Context: an optimization exercise on an open-source flow, tuned for small area. The choices shown serve that exercise and are no tape-out recipe. Power and IR drop assume default switching activity.

Setup of oak:
==> flow/design.v <==
`default_nettype none
package dd_pkg;
	typedef logic [1:0] chan_idx_t;
	typedef logic [12:0] fifo_usedw_t;
	typedef logic [24:0] ddr_count_t;
	typedef logic [15:0] xfer_bytes_t;
	typedef logic [31:0] fdma_addr_t;
	typedef logic [31:0] word_t;
	typedef enum logic [1:0] {
		IDLE,
		WAIT_ACK,
		WAIT_OVER
	} sched_state_e;
endpackage
`default_nettype wire
`default_nettype none
module dd_fa (
	input wire logic a,
	input wire logic b,
	input wire logic ci,
	output logic s,
	output logic co
);
	assign s = a ^ b ^ ci;
	assign co = (a & b) | (a & ci) | (b & ci);
endmodule
module dd_ha (
	input wire logic a,
	input wire logic b,
	output logic s,
	output logic co
);
	assign s = a ^ b;
	assign co = a & b;
endmodule
`default_nettype wire
`default_nettype none
module dd_top (
	input wire logic clk_i,
	input wire logic rst_rd_flag1,
	input wire logic [4-1:0] rxd_ena_i,
	input wire logic [4*13-1:0] fifo_usedw_i,
	input wire logic [4*32-1:0] fifo_rd_data_i,
	output logic [4-1:0] fifo_rd_req_o,
	input wire logic [4*25-1:0] clr_usedw_i,
	output logic [4*25-1:0] ddr_usedw_o,
	output logic [31:0] fdma_waddr_o,
	output logic [15:0] fdma_wsize_o,
	output logic fdma_wareq_o,
	input wire logic fdma_wbusy_i,
	output logic [31:0] fdma_wdata_o,
	input wire logic fdma_wvalid_i
);
	localparam logic [1:0] S_IDLE = 2'b00;
	localparam logic [1:0] S_WACK = 2'b01;
	localparam logic [1:0] S_WOVER = 2'b10;
	localparam logic [1:0] S_IDLEP = 2'b11;
	logic [1:0] st_q;
	logic wareq_q;
	logic [3:0] gsel_q;
	logic [10:0] size_q;
	logic [3:0] pval_q;
	logic [22:0] ptr_q [4];
	logic [24:0] usedw_q [4];
	logic [3:0] ready;
	logic [10:0] words [4];
	always_comb begin
		for (int c = 0; c < 4; c++) begin
			ready[c] = (|fifo_usedw_i[c*13+10 +: 3])
				|| ((|fifo_usedw_i[c*13 +: 10]) && !rxd_ena_i[c]);
			words[c] = (|fifo_usedw_i[c*13+10 +: 3]) ? 11'd1024
				: {1'b0, fifo_usedw_i[c*13 +: 10]};
		end
	end
	logic [3:0] gnt;
	assign gnt[0] = ready[0];
	assign gnt[1] = ready[1] && !ready[0];
	assign gnt[2] = ready[2] && !(|ready[1:0]);
	assign gnt[3] = ready[3] && !(|ready[2:0]);
	logic [10:0] gnt_words;
	always_comb begin
		gnt_words = '0;
		for (int c = 0; c < 4; c++)
			gnt_words = gnt_words | (gnt[c] ? words[c] : 11'd0);
	end
	logic idle;
	logic grant;
	logic over_fall;
	assign idle = (st_q == S_IDLE) || (st_q == S_IDLEP);
	assign grant = idle && (|ready) && !fdma_wbusy_i;
	assign over_fall = (st_q == S_WOVER) && !fdma_wbusy_i;
	logic [22:0] cur_ptr;
	logic [22:0] ptr_sum;
	logic [22:0] ptr_next;
	always_comb begin
		cur_ptr = '0;
		for (int c = 0; c < 4; c++)
			cur_ptr = cur_ptr | ((gsel_q[c] && pval_q[c]) ? ptr_q[c] : 23'd0);
	end
	assign ptr_sum = cur_ptr + 23'(size_q);
	assign ptr_next = (&ptr_sum[22:18]) ? 23'd0 : ptr_sum;
	always_ff @(posedge clk_i or negedge rst_rd_flag1) begin
		if (!rst_rd_flag1) begin
			st_q <= S_IDLE;
		end else begin
			case (st_q)
				S_WACK: if (fdma_wbusy_i) st_q <= S_WOVER;
				S_WOVER: if (!fdma_wbusy_i) st_q <= S_IDLEP;
				default: if (grant) st_q <= S_WACK;
			endcase
		end
	end
	always_ff @(posedge clk_i or negedge rst_rd_flag1) begin
		if (!rst_rd_flag1) begin
			gsel_q <= 4'b0001;
			size_q <= '0;
		end else if (grant) begin
			gsel_q <= gnt;
			size_q <= gnt_words;
		end
	end
	always_ff @(posedge clk_i or negedge rst_rd_flag1) begin
		if (!rst_rd_flag1) begin
			wareq_q <= 1'b0;
		end else begin
			wareq_q <= (st_q == S_WACK) && !fdma_wbusy_i;
		end
	end
	logic wback;
	assign wback = grant && (st_q == S_IDLEP);
	for (genvar g = 0; g < 4; g++) begin : g_chan
		always_ff @(posedge clk_i or negedge rst_rd_flag1) begin
			if (!rst_rd_flag1) begin
				pval_q[g] <= 1'b0;
			end else if (wback && gsel_q[g]) begin
				pval_q[g] <= 1'b1;
			end
		end
		always_ff @(posedge clk_i) begin
			if (wback && gsel_q[g]) begin
				ptr_q[g] <= ptr_next;
			end
		end
		logic [24:0] u, clr, A, x;
		assign u = usedw_q[g];
		assign clr = clr_usedw_i[g*25 +: 25];
		assign A = (over_fall && gsel_q[g]) ? {12'd0, size_q, 2'b00} : 25'd0;
		logic [24:0] nclr, P, s0;
		logic [25:0] K;
		logic [25:0] rc;
		assign nclr = ~clr;
		assign K[2:0] = 3'b000;
		assign P[1:0] = u[1:0];
		for (genvar i = 2; i <= 12; i++) begin : g_csa
			dd_fa u_fa (.a(u[i]), .b(nclr[i]), .ci(A[i]), .s(P[i]), .co(K[i+1]));
		end
		for (genvar i = 13; i <= 23; i++) begin : g_csh
			dd_ha u_ha (.a(u[i]), .b(nclr[i]), .s(P[i]), .co(K[i+1]));
		end
		assign P[24] = u[24] ^ nclr[24];
		assign K[25] = 1'b0;
		assign s0[0] = ~(P[0] ^ nclr[0]);
		assign rc[1] = P[0] | nclr[0];
		dd_fa u_fa1 (.a(P[1]), .b(nclr[1]), .ci(rc[1]), .s(s0[1]), .co(rc[2]));
		dd_ha u_ha2 (.a(P[2]), .b(rc[2]), .s(s0[2]), .co(rc[3]));
		dd_fa u_fa3 (.a(P[3]), .b(K[3]), .ci(rc[3]), .s(s0[3]), .co(rc[4]));
		dd_fa u_fa4 (.a(P[4]), .b(K[4]), .ci(rc[4]), .s(s0[4]), .co(rc[5]));
		dd_ha u_ha5 (.a(P[5]), .b(K[5]), .s(s0[5]), .co(rc[6]));
		dd_fa u_fa6 (.a(P[6]), .b(K[6]), .ci(rc[6]), .s(s0[6]), .co(rc[7]));
		dd_fa u_fa7 (.a(P[7]), .b(K[7]), .ci(rc[7]), .s(s0[7]), .co(rc[8]));
		dd_fa u_fa8 (.a(P[8]), .b(K[8]), .ci(rc[8]), .s(s0[8]), .co(rc[9]));
		dd_ha u_ha9 (.a(P[9]), .b(K[9]), .s(s0[9]), .co(rc[10]));
		dd_fa u_fa10 (.a(P[10]), .b(K[10]), .ci(rc[10]), .s(s0[10]), .co(rc[11]));
		dd_fa u_fa11 (.a(P[11]), .b(K[11]), .ci(rc[11]), .s(s0[11]), .co(rc[12]));
		dd_fa u_fa12 (.a(P[12]), .b(K[12]), .ci(rc[12]), .s(s0[12]), .co(rc[13]));
		dd_ha u_ha13 (.a(P[13]), .b(K[13]), .s(s0[13]), .co(rc[14]));
		dd_fa u_fa14 (.a(P[14]), .b(K[14]), .ci(rc[14]), .s(s0[14]), .co(rc[15]));
		dd_fa u_fa15 (.a(P[15]), .b(K[15]), .ci(rc[15]), .s(s0[15]), .co(rc[16]));
		dd_fa u_fa16 (.a(P[16]), .b(K[16]), .ci(rc[16]), .s(s0[16]), .co(rc[17]));
		dd_ha u_ha17 (.a(P[17]), .b(K[17]), .s(s0[17]), .co(rc[18]));
		dd_fa u_fa18 (.a(P[18]), .b(K[18]), .ci(rc[18]), .s(s0[18]), .co(rc[19]));
		dd_fa u_fa19 (.a(P[19]), .b(K[19]), .ci(rc[19]), .s(s0[19]), .co(rc[20]));
		dd_fa u_fa20 (.a(P[20]), .b(K[20]), .ci(rc[20]), .s(s0[20]), .co(rc[21]));
		dd_ha u_ha21 (.a(P[21]), .b(K[21]), .s(s0[21]), .co(rc[22]));
		dd_fa u_fa22 (.a(P[22]), .b(K[22]), .ci(rc[22]), .s(s0[22]), .co(rc[23]));
		dd_fa u_fa23 (.a(P[23]), .b(K[23]), .ci(rc[23]), .s(s0[23]), .co(rc[24]));
		dd_fa u_fa24 (.a(P[24]), .b(K[24]), .ci(rc[24]), .s(s0[24]), .co(rc[25]));
		logic [6:0] cy;
		always_comb begin
			logic ao;
			x[4:0] = s0[4:0];
			cy[1] = rc[5];
			ao = 1'b1;
			x[5] = s0[5] ^ (cy[1] & ao);
			ao = ao & s0[5];
			x[6] = s0[6] ^ (cy[1] & ao);
			ao = ao & s0[6];
			x[7] = s0[7] ^ (cy[1] & ao);
			ao = ao & s0[7];
			x[8] = s0[8] ^ (cy[1] & ao);
			ao = ao & s0[8];
			cy[2] = rc[9] | (cy[1] & ao);
			ao = 1'b1;
			x[9] = s0[9] ^ (cy[2] & ao);
			ao = ao & s0[9];
			x[10] = s0[10] ^ (cy[2] & ao);
			ao = ao & s0[10];
			x[11] = s0[11] ^ (cy[2] & ao);
			ao = ao & s0[11];
			x[12] = s0[12] ^ (cy[2] & ao);
			ao = ao & s0[12];
			cy[3] = rc[13] | (cy[2] & ao);
			ao = 1'b1;
			x[13] = s0[13] ^ (cy[3] & ao);
			ao = ao & s0[13];
			x[14] = s0[14] ^ (cy[3] & ao);
			ao = ao & s0[14];
			x[15] = s0[15] ^ (cy[3] & ao);
			ao = ao & s0[15];
			x[16] = s0[16] ^ (cy[3] & ao);
			ao = ao & s0[16];
			cy[4] = rc[17] | (cy[3] & ao);
			ao = 1'b1;
			x[17] = s0[17] ^ (cy[4] & ao);
			ao = ao & s0[17];
			x[18] = s0[18] ^ (cy[4] & ao);
			ao = ao & s0[18];
			x[19] = s0[19] ^ (cy[4] & ao);
			ao = ao & s0[19];
			x[20] = s0[20] ^ (cy[4] & ao);
			ao = ao & s0[20];
			cy[5] = rc[21] | (cy[4] & ao);
			ao = 1'b1;
			x[21] = s0[21] ^ (cy[5] & ao);
			ao = ao & s0[21];
			x[22] = s0[22] ^ (cy[5] & ao);
			ao = ao & s0[22];
			x[23] = s0[23] ^ (cy[5] & ao);
			ao = ao & s0[23];
			x[24] = s0[24] ^ (cy[5] & ao);
			ao = ao & s0[24];
			cy[6] = rc[25] | (cy[5] & ao);
		end
		assign cy[0] = 1'b0;
		always_ff @(posedge clk_i or negedge rst_rd_flag1) begin
			if (!rst_rd_flag1) begin
				usedw_q[g] <= '0;
			end else begin
				usedw_q[g] <= x;
			end
		end
		assign ddr_usedw_o[g*25 +: 25] = usedw_q[g];
	end
	assign fdma_wareq_o = wareq_q;
	assign fdma_wsize_o = {5'd0, size_q};
	assign fdma_waddr_o = {5'b00110, gsel_q[3] | gsel_q[2], gsel_q[3] | gsel_q[1], cur_ptr, 2'b00};
	always_comb begin
		fdma_wdata_o = '0;
		for (int c = 0; c < 4; c++)
			fdma_wdata_o = fdma_wdata_o | (gsel_q[c] ? fifo_rd_data_i[c*32 +: 32] : 32'd0);
		fifo_rd_req_o = gsel_q & {4{fdma_wvalid_i}};
	end
endmodule
`default_nettype wire
==> flow/config.mk <==
export PLATFORM = sky130hd
export DESIGN_NAME = dd_top
export DESIGN_NICKNAME = dd_top
export VERILOG_FILES = /design/flow/design.v
export SDC_FILE = /design/flow/constraint.sdc
export NUM_CORES = 4
export LEC_CHECK = 0
export CAP_MARGIN = 20
export CORE_MARGIN = 2
export CORE_UTILIZATION = 40
export SLEW_MARGIN = 20
export SYNTH_HIERARCHICAL = 1
==> flow/constraint.sdc <==
create_clock -name core_clock -period 6.0 [get_ports {clk_i}]
set_input_delay 1.2000 -clock core_clock [delete_from_list [all_inputs] [get_ports {clk_i}]]
set_output_delay 1.2000 -clock core_clock [all_outputs]
set_load 0.01 [all_outputs]
standard.sh (not shown) runs the stock make flow with config.mk's settings and CLKGATE_MAP_FILE= SYNTH_SCRIPT=/design/flow/synth_recipe.tcl, a recipe that flattens the netlist after the stock synthesis.
==> flow/flow/run.sh <==
#!/bin/bash
# Standard ORFS layout with two changes: the port buffers use the smallest
# buffer cell, and clock tree synthesis uses larger sink clusters without
# dummy loads.
set -euo pipefail
bash standard.sh \
  'BUFFER_PORTS_ARGS=-buffer_cell sky130_fd_sc_hd__buf_1' \
  'CTS_ARGS=-sink_clustering_enable -repair_clock_nets -buf_list sky130_fd_sc_hd__clkbuf_4 -sink_clustering_size 10 -sink_clustering_max_diameter 50 -dont_use_dummy_load' \
  finish > standard_make.log 2>&1
oak reached the end of the flow, and the finished layout is clean on the timing, design-rule and antenna checks.
### oak -> pine
--- a/flow/design.v
+++ b/flow/design.v
@@ -56,9 +56,10 @@
 	localparam logic [1:0] S_WOVER = 2'b10;
 	localparam logic [1:0] S_IDLEP = 2'b11;
 	logic [1:0] st_q;
 	logic wareq_q;
-	logic [3:0] gsel_q;
+	logic [1:0] gsel_q;
+	logic [3:0] gsel;
 	logic [10:0] size_q;
 	logic [3:0] pval_q;
 	logic [22:0] ptr_q [4];
 	logic [24:0] usedw_q [4];
@@ -71,13 +72,16 @@
 			words[c] = (|fifo_usedw_i[c*13+10 +: 3]) ? 11'd1024
 				: {1'b0, fifo_usedw_i[c*13 +: 10]};
 		end
 	end
+	assign gsel = 4'b0001 << gsel_q;
 	logic [3:0] gnt;
 	assign gnt[0] = ready[0];
 	assign gnt[1] = ready[1] && !ready[0];
 	assign gnt[2] = ready[2] && !(|ready[1:0]);
 	assign gnt[3] = ready[3] && !(|ready[2:0]);
+	logic [1:0] gidx;
+	assign gidx = {gnt[3] | gnt[2], gnt[3] | gnt[1]};
 	logic [10:0] gnt_words;
 	always_comb begin
 		gnt_words = '0;
 		for (int c = 0; c < 4; c++)
@@ -94,9 +98,9 @@
 	logic [22:0] ptr_next;
 	always_comb begin
 		cur_ptr = '0;
 		for (int c = 0; c < 4; c++)
-			cur_ptr = cur_ptr | ((gsel_q[c] && pval_q[c]) ? ptr_q[c] : 23'd0);
+			cur_ptr = cur_ptr | ((gsel[c] && pval_q[c]) ? ptr_q[c] : 23'd0);
 	end
 	assign ptr_sum = cur_ptr + 23'(size_q);
 	assign ptr_next = (&ptr_sum[22:18]) ? 23'd0 : ptr_sum;
 	always_ff @(posedge clk_i or negedge rst_rd_flag1) begin
@@ -111,12 +115,12 @@
 		end
 	end
 	always_ff @(posedge clk_i or negedge rst_rd_flag1) begin
 		if (!rst_rd_flag1) begin
-			gsel_q <= 4'b0001;
+			gsel_q <= 2'd0;
 			size_q <= '0;
 		end else if (grant) begin
-			gsel_q <= gnt;
+			gsel_q <= gidx;
 			size_q <= gnt_words;
 		end
 	end
 	always_ff @(posedge clk_i or negedge rst_rd_flag1) begin
@@ -131,21 +135,21 @@
 	for (genvar g = 0; g < 4; g++) begin : g_chan
 		always_ff @(posedge clk_i or negedge rst_rd_flag1) begin
 			if (!rst_rd_flag1) begin
 				pval_q[g] <= 1'b0;
-			end else if (wback && gsel_q[g]) begin
+			end else if (wback && gsel[g]) begin
 				pval_q[g] <= 1'b1;
 			end
 		end
 		always_ff @(posedge clk_i) begin
-			if (wback && gsel_q[g]) begin
+			if (wback && gsel[g]) begin
 				ptr_q[g] <= ptr_next;
 			end
 		end
 		logic [24:0] u, clr, A, x;
 		assign u = usedw_q[g];
 		assign clr = clr_usedw_i[g*25 +: 25];
-		assign A = (over_fall && gsel_q[g]) ? {12'd0, size_q, 2'b00} : 25'd0;
+		assign A = (over_fall && gsel[g]) ? {12'd0, size_q, 2'b00} : 25'd0;
 		logic [24:0] nclr, P, s0;
 		logic [25:0] K;
 		logic [25:0] rc;
 		assign nclr = ~clr;
@@ -252,13 +256,13 @@
 		assign ddr_usedw_o[g*25 +: 25] = usedw_q[g];
 	end
 	assign fdma_wareq_o = wareq_q;
 	assign fdma_wsize_o = {5'd0, size_q};
-	assign fdma_waddr_o = {5'b00110, gsel_q[3] | gsel_q[2], gsel_q[3] | gsel_q[1], cur_ptr, 2'b00};
+	assign fdma_waddr_o = {5'b00110, gsel_q, cur_ptr, 2'b00};
 	always_comb begin
 		fdma_wdata_o = '0;
 		for (int c = 0; c < 4; c++)
-			fdma_wdata_o = fdma_wdata_o | (gsel_q[c] ? fifo_rd_data_i[c*32 +: 32] : 32'd0);
-		fifo_rd_req_o = gsel_q & {4{fdma_wvalid_i}};
+			fdma_wdata_o = fdma_wdata_o | (gsel[c] ? fifo_rd_data_i[c*32 +: 32] : 32'd0);
+		fifo_rd_req_o = gsel & {4{fdma_wvalid_i}};
 	end
 endmodule
 `default_nettype wire
### Flow results
The final layout from pine, which completed every stage, passed the timing, design-rule and antenna checks at the end of the flow. Compared pine vs oak, and combinational power share is up in pine. Relative to oak, setup slack has gone down in pine. Compared to oak, pine has static leakage power about 1.8% lower. Final worst-path cycle share: pine vs oak — no meaningful difference. NOTE: final hold slack in pine exceeds that of oak. Via count improves in pine relative to oak. On pine: portion of total power attributed to the clock network is 0.8 points lower than what oak gave.
Function was not checked in any run of this note: the RTL went through the layout flow alone.

[port drivers added, routing unchanged]
The results above use ideal ports. As a check the final layouts listed here were re-extracted and re-timed, cells and wires unchanged.
Step 1 assumes that a clkbuf_16 drives the clock port and a buf_2 every other input.
Step 2, shift: input delay + t, output delay - t, t = (earliest + latest rising clock arrival at the registers) / 2. This alone moves slack from input paths to output paths.
a / b / c = ideal / step 1 / step 2; a / b = the first two.
| run | shift t [ns] | slack for setup (ns) | worst slew at a driven data input, ns | cell pins on the clock port's net |
|---|---|---|---|---|
| oak | 0.734 | 0.930 / 0.930 / 0.482 | 0.12 | 1 |
| pine | 0.724 | 0.924 / 0.924 / 0.321 | 0.11 | 1 |
After both steps setup and hold are still met in every run listed. The setup slack of pine, which loses most, moves by 0.000 ns with the drivers and by -0.603 ns with both steps.
